This is an optimization exercise on Yosys and OpenROAD, whose aim is small area and few clock cycles per item, not a production implementation. Where RTL was checked, it was by simulation tests only, not by an equivalence proof against the original. The RTL of run 2 was laid out without a check of its function.

==> flow/design.v (outline; a module is shown in full before it is edited, if it fits) <==
// module fp_mult_pipe: 1683 lines
// module fp_mult_fa: 10 lines
// module fp_mult_ha: 9 lines
// module fp_mult_han: 9 lines
module fp_mult_pipe #(
    parameter int EXP_W = 8,
    parameter int MAN_W = 23
) (
    input  logic                   clk,
    input  logic                   rst_n,
    input  logic                   in_valid,
    output logic                   in_ready,
    input  logic [EXP_W+MAN_W:0]   a,
    input  logic [EXP_W+MAN_W:0]   b,
    output logic                   out_valid,
    input  logic                   out_ready,
    output logic [EXP_W+MAN_W:0]   product,
    output logic [4:0]             flags
);
  // ...
==> flow/flow/run.sh <==
#!/bin/bash
# Standard layout; port buffers use buf_2 and non-critical gates are downsized after routing repair.
export BUFFER_PORTS_ARGS="-buffer_cell sky130_fd_sc_hd__buf_2"
export RECOVER_POWER=100
bash standard.sh > standard.log 2>&1
==> flow/standard.sh <==
#!/bin/bash
# synth_recipe.tcl (not shown) runs the flow's synth.tcl, then flattens the netlist and writes it again
# the make line also repeats each setting of config.mk as NAME=value (left out here)
make -C /OpenROAD-flow-scripts/flow DESIGN_CONFIG=/design/flow/config.mk WORK_HOME=/design/flow/orfs CLKGATE_MAP_FILE= SYNTH_SCRIPT=/design/flow/synth_recipe.tcl "${@:-finish}"
==> flow/config.mk <==
export PLATFORM = sky130hd
export DESIGN_NAME = fp_mult_pipe
export DESIGN_NICKNAME = fp_mult_pipe
export VERILOG_FILES = /design/flow/design.v
export SDC_FILE = /design/flow/constraint.sdc
export NUM_CORES = 4
export LEC_CHECK = 0
export CAP_MARGIN = 20
export CORE_MARGIN = 2
export CORE_UTILIZATION = 40
export GPL_TIMING_DRIVEN = 0
export SETUP_SLACK_MARGIN = 0.05
export SLEW_MARGIN = 20
export SYNTH_HIERARCHICAL = 1
==> flow/constraint.sdc <==
create_clock -name core_clock -period 7.5 [get_ports {clk}]
set_input_delay 1.5000 -clock core_clock [delete_from_list [all_inputs] [get_ports {clk}]]
set_output_delay 1.5000 -clock core_clock [all_outputs]
set_load 0.01 [all_outputs]
==> run summary, run 1 <==
The flow ran to the end, but the layout failed its checks. A clean result was blocked by max-capacitance violations, max-slew violations. Counting the clock-network buffers in the layout gives 5. The endpoint of the most critical register-to-register path is st_r.

For the final RePlAce weighted congestion, the log shows 0.967. Number of stages on the worst setup path: 20. The post-synthesis share of cell area spent on and, or, nand and nor gates was 17.5%; the routed wire length on met3 was 5.11 mm. By instance count, the leading cell after synthesis is nand2_1. Fill cells in the final layout number 4437. Setup repair after global routing could not meet its margin everywhere.

The die height was 220 um. Ranked by flip-flop count, first place goes to p_r. The clock tree root driver cell was clkbuf_16. The largest single stage delay on the critical path is 0.65 ns. The biggest area contributor in the post-synthesis netlist is fa_1.

Yosys mapped the design onto 69 distinct sky130hd cell types. Area-dominant cell class after layout: multi-input gates. The source of the critical timing path was a[17]. In the synthesized netlist, the cells that appear most often are nand2_1, fa_1, clkbuf_1, inv_1, nor2_1. The non-clock buffer instance count of the final layout is 233. For this design, the CTS-stage hold fixing added 0 buffers. The max-cap violation count came out at 1. Setup violations remaining at the end of the flow were counted as 0.

The critical path goes through clkbuf_8 -> clkbuf_16 -> nand2_1 -> fa_1 -> fa_1 -> fa_1 -> fa_1 -> fa_2 -> fa_1 -> fa_2 -> ha_4 -> o21ai_1 -> nand2b_1 -> a31o_2 -> a21oi_4 -> nand4b_1 -> a41oi_2 -> o21ai_2 -> a31oi_1 -> xor2_1. The area occupied by multi-input gates is 16900 um^2, and the number of buffers created by CTS is 5. The area enclosed by the die boundary was 48400 um^2. The top cell types in the final layout, fill and taps aside, are nand2_1, fa_1, inv_1.

The tools report the count of final max-slew check failures as 33. After global routing the overflow that remains totals 0.
Testbench counts, summed over its fixed seeds: cycles 8,008, items 8,000.
==> run 2, diff against run 1 <==
--- a/flow/design.v
+++ b/flow/design.v
@@ -20,20 +20,20 @@
     logic        v_r;
     logic [47:22] p_r;
     logic        st_r;
     logic [8:0]  e_r;
     logic        s_r;
     logic        f_r;     
     logic        m1_r;    
     logic        m2_r;    
-    logic        hi_s, guard_s, sticky_s, round_up_s;
-    logic [23:0] mant_s;
-    logic [24:0] rounded_s;
-    logic [9:0]  e1_s;
+    logic        hi_s, ru_hi_s, ru_lo_s, ru_s, ao_mid_s, rc_s, inexact_s;
+    logic [22:0] mant_s, man_out_s;
+    logic [1:0]  inc_s;
+    logic [7:0]  ex0_s, ex_s;
     logic        ovf_s, unf_s;
     assign in_ready  = ~(v_r & ~out_ready);
     assign out_valid = v_r;
     assign a_zero_s = (a[30:23] == 8'h00);
     assign b_zero_s = (b[30:23] == 8'h00);
     assign a_max_s  = (a[30:23] == 8'hFF);
     assign b_max_s  = (b[30:23] == 8'hFF);
     assign a_mz_s   = (a[22:0] == 23'd0);
@@ -1648,41 +1648,51 @@
             st_r <= |prod_s[21:0];
             e_r  <= {1'b0, a[30:23]} + {1'b0, b[30:23]};
             s_r  <= sign_s & ~(nan_s | inv_s);
             f_r  <= nan_s | inf_s;
             m1_r <= (nan_s | inv_s) | (~inf_s & zero_s);
             m2_r <= inv_s;
         end
     end
-    assign hi_s       = p_r[47];
-    assign mant_s     = hi_s ? p_r[47:24] : p_r[46:23];
-    assign guard_s    = hi_s ? p_r[23] : p_r[22];
-    assign sticky_s   = st_r | (hi_s & p_r[22]);
-    assign round_up_s = guard_s & (sticky_s | mant_s[0]);
-    assign rounded_s  = {1'b0, mant_s} + {24'd0, round_up_s};
-    assign e1_s       = {1'b0, e_r} + {9'd0, hi_s} + {9'd0, rounded_s[24]};
-    assign ovf_s      = (e1_s >= 10'd382);
-    assign unf_s      = (e1_s <= 10'd127);
+    assign hi_s      = p_r[47];
+    assign ru_hi_s   = p_r[23] & (st_r | p_r[22] | p_r[24]);
+    assign ru_lo_s   = p_r[22] & (st_r | p_r[23]);
+    assign ru_s      = hi_s ? ru_hi_s : ru_lo_s;
+    assign ao_mid_s  = &p_r[45:24];
+    assign rc_s      = hi_s ? (ru_hi_s & ao_mid_s & p_r[46]) : (ru_lo_s & ao_mid_s & p_r[23]);
+    assign mant_s    = hi_s ? p_r[46:24] : p_r[45:23];
+    assign man_out_s = mant_s + {22'd0, ru_s};
+    assign inexact_s = st_r | p_r[22] | (hi_s & p_r[23]);
+    assign inc_s     = {1'b0, hi_s} + {1'b0, rc_s};
+    assign ex0_s     = e_r[7:0] + 8'd129;
+    assign ex_s      = ex0_s + {6'd0, inc_s};
+    always_comb begin
+        case (inc_s)
+            2'd0:    begin ovf_s = (e_r >= 9'd382); unf_s = (e_r <= 9'd127); end
+            2'd1:    begin ovf_s = (e_r >= 9'd381); unf_s = (e_r <= 9'd126); end
+            default: begin ovf_s = (e_r >= 9'd380); unf_s = (e_r <= 9'd125); end
+        endcase
+    end
     always_comb begin
         if (f_r) begin
             product = {s_r, 8'hFF, m1_r, 22'd0};
             flags   = {m2_r, 4'b0001};
         end else if (m1_r) begin
             product = {s_r, 31'd0};
             flags   = 5'b00000;
         end else if (ovf_s) begin
             product = {s_r, 8'hFF, 23'd0};
             flags   = 5'b01010;
         end else if (unf_s) begin
             product = {s_r, 31'd0};
             flags   = 5'b00110;
         end else begin
-            product = {s_r, e1_s[7:0] + 8'd129, rounded_s[22:0]};
-            flags   = {3'b000, guard_s | sticky_s, 1'b0};
+            product = {s_r, ex_s, man_out_s};
+            flags   = {3'b000, inexact_s, 1'b0};
         end
     end
 endmodule
 module fp_mult_fa (
     input  logic x,
     input  logic y,
     input  logic z,
     output logic s,
==> flow/flow/run.sh (replaced) <==
#!/bin/bash
# Standard layout, with the port buffers taken from the smallest buffer cell.
export BUFFER_PORTS_ARGS="-buffer_cell sky130_fd_sc_hd__buf_2"
bash standard.sh > standard.log 2>&1
==> run summary, run 2 <==
The flow ran to the end and the layout has no timing, DRC or antenna violations. The total congestion overflow after global routing was 0 (unchanged). The cell type of the slowest stage on the worst timing path is fa_1 (was fa_2). The mean area per synthesized cell was 9.52 um^2 (was 9.60 um^2).

The logs give 0 (unchanged) for the post-cts hold buffer count and 65.0 mm (was 63.0 mm) for the sum of routed wire length over all layers. TritonCTS built the clock tree. The category of the most critical setup path is primary input to register (unchanged). The combinational family with the most area after synthesis was adder cells (unchanged). The tools report the area enclosed by the die boundary as 49100 um^2 (was 48400 um^2). Minimum clock period: 7.30 ns (about the same).

The post-synthesis share of cell area spent on and, or, nand and nor gates is 18.4% (was 17.5%). Achievable frequency: 137 MHz (about the same). The stage delay of the slowest cell on the critical path was 0.60 ns (was 0.65 ns). The area occupied by multi-input gates was 17200 um^2 (was 16900 um^2); the remaining routing DRC violations was 0 (unchanged). Library cell appearing most often on the critical path: fa_1 (unchanged).

The combined flip-flop and latch cell area was 1230 um^2 (unchanged); the number of levels in the clock H-tree was 2 (unchanged). Register with the most flip-flops: p_r (unchanged). The logs give 0 (unchanged) for the number of setup violations in the final report and 23 (was 5) for the number of detailed-route iterations in the first pass.

The number of diodes is 0 (unchanged). The number of vias after detailed routing is 15.6k (was 15.2k), and the worst-path maximum fanout is 10 (was 8). Flip-flop cell with the highest count after synthesis: edfxtp_1 (unchanged). Worst min-delay path category: register to register (unchanged). The tools report the count of final max-slew check failures as 0 (was 33). The clock tree root driver cell was clkbuf_16 (unchanged). The tools report the category of the worst setup path launch point as a primary input (unchanged). Leading cell type by number of instances after synthesis: nand2_1 (unchanged). Placeable core region: 46700 um^2 (was 46300 um^2). The tools report the synthesis warning total as 7 (unchanged). The number of buffers and inverters on the critical path was 2 (unchanged); the number of stages on the worst setup path was 19 (was 20). The cell depth of the worst min-delay path is 2 (unchanged), and the met1 capacity usage during global routing is 36.1% (was 34.6%).

The first-iteration detailed-routing DRC count was 1244 (was 1380). The via-per-instance ratio is 5.75 (was 5.73). The initial antenna violation count was 0 (was 1). The area overhead of the layout relative to synthesis works out to 16.0% (was 14.0%).

The library cell occupying the most area in the post-synthesis netlist is fa_1 (unchanged). The mean routed wirelength per cell is 24.0 um (was 23.8 um). The most common cell after layout, fill and taps aside was nand2_1 (unchanged).

The final critical-path share of the clock period is 97.4% (about the same), and the arrival time at the worst endpoint is 7.34 ns (about the same). The overall die width was 222 um (was 220 um). The clock slew at the register clock pins of the worst setup and hold paths works out to 0.05 ns (was 0.06 ns). The count of flip-flops with a built-in enable after synthesis came out at 40 (unchanged). The register bit count reported by yosys was 41 (unchanged). Count of port buffers added during placement: 64 (unchanged). The count of fill cells added during filler insertion came out at 4405 (was 4437). Critical path capture point type: a register (unchanged). The final core utilization was 47.1% (was 46.0%); the die height was 222 um (was 220 um). The most used routing layer was met2 (unchanged). The initial core utilization is 40.6% (was 40.3%), and the proportion of synthesized flip-flops having asynchronous set or reset is 2.44% (unchanged).

The antenna violation net count after detailed routing was 0 (unchanged). Ratio of cells with drive above 1 in the final layout: 16.0% (was 13.8%). Biggest registers after layout: p_r: 26 flops, e_r: 9 flops (unchanged).

The tools report the met2 capacity usage during global routing as 43.3% (was 43.8%). The compound-cell area share of the yosys netlist came out at 8.54% (was 7.44%). The area share of the largest cell type after synthesis was 53.8% (was 54.6%). The adder-cell share of the synthesized area was 57.8% (was 58.5%); the met3 track utilization from global routing was 4.39% (was 4.11%). The run gives 16.6k (was 16.4k) as the number of global-route vias before repair.

Number of distinct library cell variants in the gate-level netlist after synthesis: 80 (was 69). The number of nets in the layout was 2742 (was 2678); the latest clock arrival within the worst-skew pair was 0.28 ns (was 0.29 ns). The final RePlAce weighted congestion is 1.02 (was 0.967). The flip-flop count of the largest register after layout was 26 (unchanged); the boundary pin count was 107 (unchanged). The tools report the part of the Yosys area used for sequential elements as 6.48% (was 6.57%).

The run gives 18900 um^2 (was 18700 um^2) as the netlist area before placement. Setup repair after global routing left no endpoint under its margin. The tightest slew margin relative to the limit was 50.7% (was -10.5%). Critical-path cell list: clkbuf_4 -> clkbuf_16 -> nand2_1 -> fa_1 -> fa_1 -> fa_1 -> fa_1 -> fa_2 -> fa_1 -> fa_1 -> ha_4 -> and4_4 -> nand2_1 -> a2bb2oi_2 -> a31oi_4 -> a31oi_4 -> o41ai_4 -> a2111oi_1 -> o21ba_1 (was clkbuf_8 -> clkbuf_16 -> nand2_1 -> fa_1 -> fa_1 -> fa_1 -> fa_1 -> fa_2 -> fa_1 -> fa_2 -> ha_4 -> o21ai_1 -> nand2b_1 -> a31o_2 -> a21oi_4 -> nand4b_1 -> a41oi_2 -> o21ai_2 -> a31oi_1 -> xor2_1).

The max-cap violation count is 0 (was 1). The pin slew with the least headroom to its limit is 0.738 ns (was 1.66 ns). The tools report the number of placement rows as 79 (unchanged). Top area cells in the synthesized netlist: fa_1, nand2_1, edfxtp_1, ha_1, clkbuf_1 (unchanged).

Required time at the worst-slack endpoint: 7.53 ns (was 7.54 ns). Top cells by instance count after synthesis: nand2_1, fa_1, clkbuf_1, inv_1, a21oi_1 (was nand2_1, fa_1, clkbuf_1, inv_1, nor2_1). The number of buffers created by CTS is 5 (unchanged), and the number of buffers between clock root and the deepest sink is 2 (unchanged).

The post-synthesis mux area share came out at 1.26% (was 1.16%). The maximum number of pins on one net before global-route repair is 34 (was 33), and the xor and xnor area share after synthesis is 2.59% (was 4.09%). Top library cells by usage in the layout, fill and taps aside: nand2_1, fa_1, inv_1 (unchanged). The final-layout setup total negative slack came out at 0 ns (unchanged).

The HPWL reported at the end of detailed placement was 53.0 mm (was 51.2 mm); the number of cells traversed by the worst register-to-register path was 2 (unchanged). The family with the most delay on the worst path is adder cells (unchanged). The number of standard cells after synthesis is 1989 (was 1942), and the final number of hold-violating endpoints is 0 (unchanged).

The wire length of the first global-routing pass is 99.2 mm (was 96.3 mm), and the largest clock skew in the final design is 0.00519 ns (was 0.00793 ns). The logs give 41 (unchanged) for the total number of clock tree sinks and 26.6% (about the same) for the global routing usage summed across all routing layers.
## run 2: changes by cell type after synthesis, sizes merged, moves of 7 or more
cell / delta
xnor2: -23
a21oi: +20
nand2: +19
buf: +13
o21ai: -11
a211oi: -10
clkbuf: -10
nand2b: -8
xor2: -8
a311oi: +7
## run 2: kinds of logic after synthesis
logic type / after synthesis
simple gates: 826
fa+ha+maj: 569
buf+inv: 242
compound gates: 231
xor+xnor: 56
flops: 41
mux: 23
other cells: 1
## run 2: area by class of cell
| cell class | count | share of cell area (%) |
|---|---|---|
| plain buffers | 160 | 8.24 |
| clock buffers | 5 | 0.570 |
| clock inverters | 3 | 0.0570 |
| inverters | 79 | 1.35 |
| multi-input cells | 1728 | 78.3 |
| flip-flops and latches | 41 | 5.58 |
| well taps | 607 | 3.46 |
| repair buffers | 90 | 2.44 |
## run 2: timing repair
| action | CTS | global route |
|---|---|---|
| pin swaps | 19 | 51 |
| setup buffers | 5 | 20 |
| gates resized for setup | 340 | 146 |
| endpoints found under the setup margin | 27 | 16 |
| endpoints found under the hold margin | 0 | 0 |
## run 2: worst min-delay path, stage by stage, from the launching register on
cell and delay [ns]:
dfrtp_1 0.35, nand2b_2 0.19, nand2b_1 0.12
## run 2: stage by stage
| step | instances | cell area, um^2 | hold slack, ns | setup slack (ns) |
|---|---|---|---|---|
| after floorplan | 2011 | 19000 | 1.20 | 0.0572 |
| after detailed placement | 2683 | 20100 | 0.717 | -1.73 |
| after CTS | 2693 | 21500 | 0.723 | 0.0148 |
| final | 2713 | 22000 | 0.697 | 0.196 |
| after global placement | 2682 | 20100 | 1.27 | -1.73 |
| after global routing | 2713 | 22000 | 0.770 | 0.0425 |
## run 2: modules after synthesis, one instance, submodules excluded
module        flops+latches  copies in the design  area, um^2  cells inside
fp_mult_pipe             41                     1        8800          1483
fp_mult_fa                0                   506        20.0             1
## run 2: path summary, 6_finish.rpt
check                      slack (ns)  startpoint       to
max                              0.20        b[8]  p_r[39]
min in group asynchronous        0.98       rst_n      v_r
min                              0.70         v_r      v_r
max in group asynchronous        6.43       rst_n      v_r
min reg2reg                      0.70         v_r      v_r
max reg2reg                      6.32         v_r      f_r
## run 2: layer usage
layer  vias up  wire length (um)  share of wire (%)
li1       6605                 -                  -
met1      8023             26400                 41
met2       848             30400                 47
met3       129              5790                8.9
met4         0              2340                3.6
met5         -                 0                  0

-- static timing again, ports no longer ideal --
No port has a modelled driver above. Below, the same layouts with a new extraction and two added sets of constraints. Step 1 sets driving cells, clkbuf_16 on the clock port and buf_2 on the other inputs (assumed; they add their load-dependent delay and slew). Step 2 also shifts input and output timing later by t, the mid clock arrival at the registers, as if the neighbouring blocks saw the same clock. Three values: ideal, step 1, step 2; two values: the first two.
run	shift t [ns]	setup slack, ns	latest minus earliest clock arrival (ns)	slew at the worst register clock pin (ns)
run 1	0.321	0.196 / 0.195 / -0.126	0.009 / 0.008	0.06 / 0.06
run 2	0.320	0.196 / 0.211 / -0.109	0.007 / 0.006	0.06 / 0.06
For run 1, which loses most, drivers alone change the setup slack by -0.001 ns; drivers and shift together by -0.322 ns.
